Source: an optimization exercise on an open RTL-to-GDS flow (aim: small area and a short achievable clock period). Production flows keep margins and buffers that such runs may drop. Only simulation tests tie the RTL to the original design; equivalence was not proved.

## run E
==> flow/design.v (excerpt) <==
module udp_tx_arbiter #(
    parameter int unsigned DATA_WIDTH = 512,
    parameter int unsigned KEEP_WIDTH = DATA_WIDTH / 8,
    parameter int unsigned CNT_WIDTH  = 16
) (
    input  logic                  clk,
    input  logic                  rst,
    input  logic                  s_axis_peer_valid,
    output logic                  s_axis_peer_ready,
    input  logic [DATA_WIDTH-1:0] s_axis_peer_data,
    input  logic [KEEP_WIDTH-1:0] s_axis_peer_keep,
    input  logic                  s_axis_peer_last,
    input  logic [15:0]           s_axis_peer_src,
    input  logic [15:0]           s_axis_peer_dst,
    input  logic [15:0]           s_axis_peer_size,
    input  logic                  s_axis_host_valid,
    output logic                  s_axis_host_ready,
    input  logic [DATA_WIDTH-1:0] s_axis_host_data,
    input  logic [KEEP_WIDTH-1:0] s_axis_host_keep,
    input  logic                  s_axis_host_last,
    input  logic [15:0]           s_axis_host_src,
    input  logic [15:0]           s_axis_host_dst,
    input  logic [15:0]           s_axis_host_size,
    output logic                  m_axis_tx_valid,
    input  logic                  m_axis_tx_ready,
    output logic [DATA_WIDTH-1:0] m_axis_tx_data,
    output logic [KEEP_WIDTH-1:0] m_axis_tx_keep,
    output logic                  m_axis_tx_last,
    output logic [15:0]           m_axis_tx_src,
    output logic [15:0]           m_axis_tx_dst,
    output logic [15:0]           m_axis_tx_size,
    output logic [CNT_WIDTH-1:0]  stat_peer_pkts,
    output logic [CNT_WIDTH-1:0]  stat_host_pkts,
    output logic [CNT_WIDTH-1:0]  stat_len_err
);
Settings: LEC_CHECK=0, CAP_MARGIN=20, CORE_AREA=10 10 470 470, CTS_BUF_LIST=sky130_fd_sc_hd__clkbuf_8, CTS_CLUSTER_DIAMETER=70, CTS_CLUSTER_SIZE=14, DIE_AREA=0 0 480 480, SLEW_MARGIN=20, SYNTH_HIERARCHICAL=1; clock period 12.0 ns.
standard.sh (not shown) runs the stock make flow with config.mk's settings and CLKGATE_MAP_FILE= SYNTH_SCRIPT=/design/flow/synth_recipe.tcl, a recipe that flattens the netlist after the stock synthesis.
==> flow/flow/run.sh <==
#!/bin/bash
# The standard ORFS layout with these changes: synthesis leaves adders to abc (no full-adder
# cells), the ports get the smallest buffer, pins may sit on adjacent tracks (the clock pin
# alone, see pre_io.tcl), and timing repair aims for setup slack well above 0 at the design's
# clock.
set -euo pipefail
export ADDER_MAP_FILE=
export BUFFER_PORTS_ARGS="-buffer_cell sky130_fd_sc_hd__buf_1"
export PRE_IO_PLACEMENT_TCL="$(pwd)/flow/pre_io.tcl"
export PLACE_PINS_ARGS="-min_distance 1 -min_distance_in_tracks -exclude bottom:229-251 -exclude right:238-243"
export SETUP_SLACK_MARGIN=6.75
bash standard.sh finish > flow_make.log 2>&1
==> flow/flow/pre_io.tcl <==
# Pins placed before the others. The clock pin sits alone in the middle of the bottom edge (no
# other pin within 10 um): its wire is routed with wider spacing than pins packed on every track
# allow. m_axis_tx_ready and the two upstream readies, which it drives through one gate, sit on
# adjacent tracks in the middle of the right edge.
place_pin -pin_name clk -layer met2 -location {239.89 0.243} -pin_size {0.14 0.485} -force_to_die_boundary
place_pin -pin_name s_axis_peer_ready -layer met3 -location {479.6 239.70} -pin_size {0.8 0.3} -force_to_die_boundary
place_pin -pin_name m_axis_tx_ready -layer met3 -location {479.6 240.38} -pin_size {0.8 0.3} -force_to_die_boundary
place_pin -pin_name s_axis_host_ready -layer met3 -location {479.6 241.06} -pin_size {0.8 0.3} -force_to_die_boundary
Inputs modified between run E and run B:
# run E
export LEC_CHECK = 0
export CAP_MARGIN = 20
export CORE_AREA = 10 10 470 470
export CTS_BUF_LIST = sky130_fd_sc_hd__clkbuf_8
export CTS_CLUSTER_DIAMETER = 70
export CTS_CLUSTER_SIZE = 14
export DIE_AREA = 0 0 480 480
export SLEW_MARGIN = 20
export SYNTH_HIERARCHICAL = 1
create_clock -name core_clock -period 12.0 [get_ports {clk}]
# run B
export LEC_CHECK = 0
export CAP_MARGIN = 20
export CORE_AREA = 10 10 470 470
export CTS_BUF_LIST = sky130_fd_sc_hd__clkbuf_8
export CTS_CLUSTER_DIAMETER = 60
export CTS_CLUSTER_SIZE = 12
export DIE_AREA = 0 0 480 480
export SLEW_MARGIN = 20
export SYNTH_HIERARCHICAL = 1
create_clock -name core_clock -period 12.0 [get_ports {clk}]
diff --git a/flow/flow/run.sh b/flow/flow/run.sh
--- a/flow/flow/run.sh
+++ b/flow/flow/run.sh
@@ -10,3 +10,3 @@
 export PLACE_PINS_ARGS="-min_distance 1 -min_distance_in_tracks -exclude bottom:229-251 -exclude right:238-243"
-export SETUP_SLACK_MARGIN=6.75
+export SETUP_SLACK_MARGIN=6.9
 bash standard.sh finish > flow_make.log 2>&1
Final critical-path setup slack: run B and run E compared, higher one is run B
Delta (run B minus run E): number of buffers inserted to repair setup after CTS shows an increase of 14, sequential portion of the cell area shows a reduction of 0.33 points, footprint of the flip-flops and latches shows no meaningful change.

-- separate check: timing with driven ports --
In the flow no input, the clock included, has a driving cell. The finished layouts below were timed again as built, in two steps. Step 1 (the two cells are an assumption about what drives the block):
set clk [get_ports {clk}]
set_driving_cell -lib_cell sky130_fd_sc_hd__clkbuf_16 $clk
set_driving_cell -lib_cell sky130_fd_sc_hd__buf_2 [delete_from_list [all_inputs] $clk]
Step 2 also shifts input and output timing later by t, the mid clock arrival at the registers, as if the neighbouring blocks saw the same clock. Slacks: ideal ports / drivers / drivers and shift; pairs: ideal ports / drivers.
run | t, ns | slack for setup (ns) | worst setup path after step 2
run E | 0.893 | 6.742 / 6.681 / 5.788 | input to register
run B | 0.889 | 6.762 / 6.704 / 5.879 | input to register
After both steps setup and hold are still met in every run listed. The setup slack of run E, which loses most, moves by -0.061 ns with the drivers and by -0.954 ns with both steps.
